Background: an optimization exercise with open tools, aiming at small area, a short achievable clock period and few clock cycles per item. Do not read the settings as production practice.
In this exercise RTL edits were held to simulation tests only and were not proved equivalent to the original.

== sierra ==
## aes_dec_top
module aes_dec_top (
    input  logic        clk,
    input  logic        rst_n,
    input  logic        avs_read_i,
    input  logic        avs_write_i,
    input  logic [3:0]  avs_address_i,
    input  logic [31:0] avs_writedata_i,
    output logic [31:0] avs_readdata_o,
    output logic        avs_waitrequest_o
);
    logic         expand_start;
    logic         key_write;
    logic         decrypt_start;
    logic         decrypt_busy;
    logic         key_ready;
    logic         last_round;
    logic [127:0] cipher_key;
    logic [127:0] ciphertext;
    logic [127:0] plaintext;
    logic [127:0] whiten_key;
    logic [127:0] round_key;
    aes_dec_regs i_aes_dec_regs (
        .clk               (clk),
        .avs_read_i        (avs_read_i),
        .avs_write_i       (avs_write_i),
        .avs_address_i     (avs_address_i),
        .avs_writedata_i   (avs_writedata_i),
        .decrypt_busy_i    (decrypt_busy),
        .key_ready_i       (key_ready),
        .plaintext_i       (plaintext),
        .avs_readdata_o    (avs_readdata_o),
        .avs_waitrequest_o (avs_waitrequest_o),
        .expand_start_o    (expand_start),
        .key_write_o       (key_write),
        .decrypt_start_o   (decrypt_start),
        .cipher_key_o      (cipher_key),
        .ciphertext_o      (ciphertext)
    );
    aes_key_expand i_aes_key_expand (
        .clk             (clk),
        .rst_n           (rst_n),
        .expand_start_i  (expand_start),
        .decrypt_start_i (decrypt_start),
        .decrypt_busy_i  (decrypt_busy),
        .key_write_i     (key_write),
        .cipher_key_i    (cipher_key),
        .key_ready_o     (key_ready),
        .last_round_o    (last_round),
        .whiten_key_o    (whiten_key),
        .round_key_o     (round_key)
    );
    aes_dec_core i_aes_dec_core (
        .clk             (clk),
        .rst_n           (rst_n),
        .decrypt_start_i (decrypt_start),
        .last_round_i    (last_round),
        .ciphertext_i    (ciphertext),
        .whiten_key_i    (whiten_key),
        .round_key_i     (round_key),
        .decrypt_busy_o  (decrypt_busy),
        .plaintext_o     (plaintext)
    );
endmodule
export LEC_CHECK = 0
export CAP_MARGIN = 20
export CORE_MARGIN = 2
export CORE_UTILIZATION = 30
export SETUP_SLACK_MARGIN = 1.0
export SLEW_MARGIN = 20
export SYNTH_HIERARCHICAL = 1
create_clock -name core_clock -period 9.0 [get_ports {clk}]
run.sh (not shown) runs the stock make flow with config.mk's settings and CLKGATE_MAP_FILE= SYNTH_SCRIPT=/design/flow/synth_recipe.tcl, a recipe that flattens the netlist after the stock synthesis.
Testbench counts of sierra, summed over its fixed seeds: cycles 18,222, blocks 895.
The following lists how xenon was set up differently from sierra:
Settings: a change of SETUP_SLACK_MARGIN from 1.0 to 1.4; an added CTS_BUF_LIST of sky130_fd_sc_hd__clkbuf_4.
Notes after the runs:
Per the comparison of xenon with sierra, clock-buffer cell count has increased.
Across sierra and xenon, none had a timing, DRC or antenna violation.
Relative to sierra, the maximum clock frequency of xenon is higher by 0.0070 GHz.
Comparing sierra and xenon, global-route usage over all layers is lower on sierra.
Summary of the comparison: share of cells above drive strength 1 is higher in xenon, relative to sierra.

---

## JK
aes_dec_top again, from the RTL that the note above started with.
Settings: LEC_CHECK=0, CAP_MARGIN=20, CORE_MARGIN=2, CORE_UTILIZATION=30, CTS_BUF_LIST=sky130_fd_sc_hd__clkbuf_8, CTS_CLUSTER_SIZE=30, SETUP_SLACK_MARGIN=1.7, SLEW_MARGIN=20, SYNTH_HIERARCHICAL=1; clock period 9.0 ns.
Testbench counts of JK, summed over its fixed seeds: cycles 18,222, blocks 895.
## Diff of input files: MS against JK
# JK
export LEC_CHECK = 0
export CAP_MARGIN = 20
export CORE_MARGIN = 2
export CORE_UTILIZATION = 30
export CTS_BUF_LIST = sky130_fd_sc_hd__clkbuf_8
export CTS_CLUSTER_SIZE = 30
export SETUP_SLACK_MARGIN = 1.7
export SLEW_MARGIN = 20
export SYNTH_HIERARCHICAL = 1
create_clock -name core_clock -period 9.0 [get_ports {clk}]
# MS
export LEC_CHECK = 0
export CAP_MARGIN = 20
export CORE_MARGIN = 2
export CORE_UTILIZATION = 30
export CTS_BUF_LIST = sky130_fd_sc_hd__clkbuf_4 sky130_fd_sc_hd__clkbuf_8
export CTS_CLUSTER_SIZE = 40
export SETUP_SLACK_MARGIN = 1.4
export SLEW_MARGIN = 20
export SYNTH_HIERARCHICAL = 1
create_clock -name core_clock -period 9.0 [get_ports {clk}]
- MS vs. JK: sequential cell area share picked up an extra 0.75 points; largest clock skew in the final design picked up an extra 0.0048 ns.
- Delta (MS minus JK): largest net degree at the start of global routing comparable; wire length went down about 1%; data required time at the worst endpoint held steady.
- MS vs JK — cell depth of the worst flop-to-flop path dropped by more than 10%
- Going from JK to MS, half-perimeter wire length after placement closely matched the old numbers; worst path setup slack after routing decreased by 0.18 ns relative to the old numbers.
Input-level comparison between AL and MS:
# MS
export LEC_CHECK = 0
export CAP_MARGIN = 20
export CORE_MARGIN = 2
export CORE_UTILIZATION = 30
export CTS_BUF_LIST = sky130_fd_sc_hd__clkbuf_4 sky130_fd_sc_hd__clkbuf_8
export CTS_CLUSTER_SIZE = 40
export SETUP_SLACK_MARGIN = 1.4
export SLEW_MARGIN = 20
export SYNTH_HIERARCHICAL = 1
create_clock -name core_clock -period 9.0 [get_ports {clk}]
# AL
export LEC_CHECK = 0
export CAP_MARGIN = 20
export CORE_MARGIN = 2
export CORE_UTILIZATION = 30
export SETUP_SLACK_MARGIN = 1.4
export SLEW_MARGIN = 20
export SYNTH_HIERARCHICAL = 1
export TNS_END_PERCENT = 5
create_clock -name core_clock -period 9.0 [get_ports {clk}]
### Flow results
- Comparing AL and MS, the lower utilization of the core after routing is on AL.
- For the multi-input logic portion of the cell area, AL came in 0.25 points lower than MS did.
- Delta(transition time at the pin with the least slew margin, AL - MS) > 0
- Changes observed in AL relative to MS: H-tree depth has decreased, hold slack has increased.
[inputs] TR vs AL
# AL
export LEC_CHECK = 0
export CAP_MARGIN = 20
export CORE_MARGIN = 2
export CORE_UTILIZATION = 30
export SETUP_SLACK_MARGIN = 1.4
export SLEW_MARGIN = 20
export SYNTH_HIERARCHICAL = 1
export TNS_END_PERCENT = 5
create_clock -name core_clock -period 9.0 [get_ports {clk}]
# TR
export LEC_CHECK = 0
export CAP_MARGIN = 20
export CORE_MARGIN = 2
export CORE_UTILIZATION = 30
export CTS_BUF_LIST = sky130_fd_sc_hd__clkbuf_8
export CTS_CLUSTER_SIZE = 30
export SETUP_SLACK_MARGIN = 1.6
export SLEW_MARGIN = 20
export SYNTH_HIERARCHICAL = 1
create_clock -name core_clock -period 9.0 [get_ports {clk}]
## What came out
Summary of TR over AL: worst setup slack has increased. Relative to AL, post-cts resize count increased by 60 in TR. | worst hold margin | TR vs AL | 0.013 ns lower |.
For PW, these inputs were changed with respect to TR:
# TR
export LEC_CHECK = 0
export CAP_MARGIN = 20
export CORE_MARGIN = 2
export CORE_UTILIZATION = 30
export CTS_BUF_LIST = sky130_fd_sc_hd__clkbuf_8
export CTS_CLUSTER_SIZE = 30
export SETUP_SLACK_MARGIN = 1.6
export SLEW_MARGIN = 20
export SYNTH_HIERARCHICAL = 1
create_clock -name core_clock -period 9.0 [get_ports {clk}]
# PW
export LEC_CHECK = 0
export CAP_MARGIN = 20
export CORE_MARGIN = 2
export CORE_UTILIZATION = 30
export CTS_BUF_LIST = sky130_fd_sc_hd__clkbuf_8
export CTS_CLUSTER_SIZE = 30
export PLACE_DENSITY = 0.8
export SETUP_SLACK_MARGIN = 1.5
export SLEW_MARGIN = 20
export SYNTH_HIERARCHICAL = 1
create_clock -name core_clock -period 9.0 [get_ports {clk}]
--- outcome ---
In the metrics for PW and TR, the one carrying the lower met2 layer wire length in the routed design is PW. Number of clock buffers in the layout shrinks by a few percent when moving from TR to PW. sky130_fd_sc_hd__o21ai_1 as the cell at the slowest stage of the critical path was reported by PW, and sky130_fd_sc_hd__edfxtp_1 by TR. Routed wire length went down by a few percent going from TR to PW. PW: share of the core filled with cells in the final layout 0.53 points below TR. Sort PW and TR by global-route met3 utilization asc -> top: TR.

==> what the ideal ports hide <==
In the flow no input, the clock included, has a driving cell. The finished layouts below were timed again as built, in two steps.
Step 1, drivers: a clkbuf_16 drives clk and a buf_2 each remaining input, both assumed.
Step 2 times the ports against the registers' clock, not the clock port: input delays grow and output delays shrink by t, the midpoint of the rising clock arrivals with the driver on.
Slacks: no drivers / after step 1 / after step 2; pairs: no drivers / after step 1.
| run | shift t [ns] | setup WS [ns] | hold slack, ns |
|---|---|---|---|
| sierra | 0.742 | 1.326 / 1.326 / 1.326 | 0.525 / 0.525 / 0.525 |
| xenon | 1.111 | 1.718 / 1.718 / 1.718 | 0.523 / 0.523 / 0.523 |
| JK | 0.844 | 1.870 / 1.870 / 1.870 | 0.527 / 0.527 / 0.527 |
| MS | 0.843 | 1.693 / 1.693 / 1.693 | 0.508 / 0.508 / 0.508 |
| AL | 0.738 | 1.590 / 1.590 / 1.590 | 0.527 / 0.527 / 0.527 |
| TR | 0.843 | 1.788 / 1.788 / 1.788 | 0.514 / 0.514 / 0.514 |
| PW | 0.801 | 1.743 / 1.743 / 1.743 | 0.518 / 0.518 / 0.518 |
After both steps every run listed still meets setup and hold.
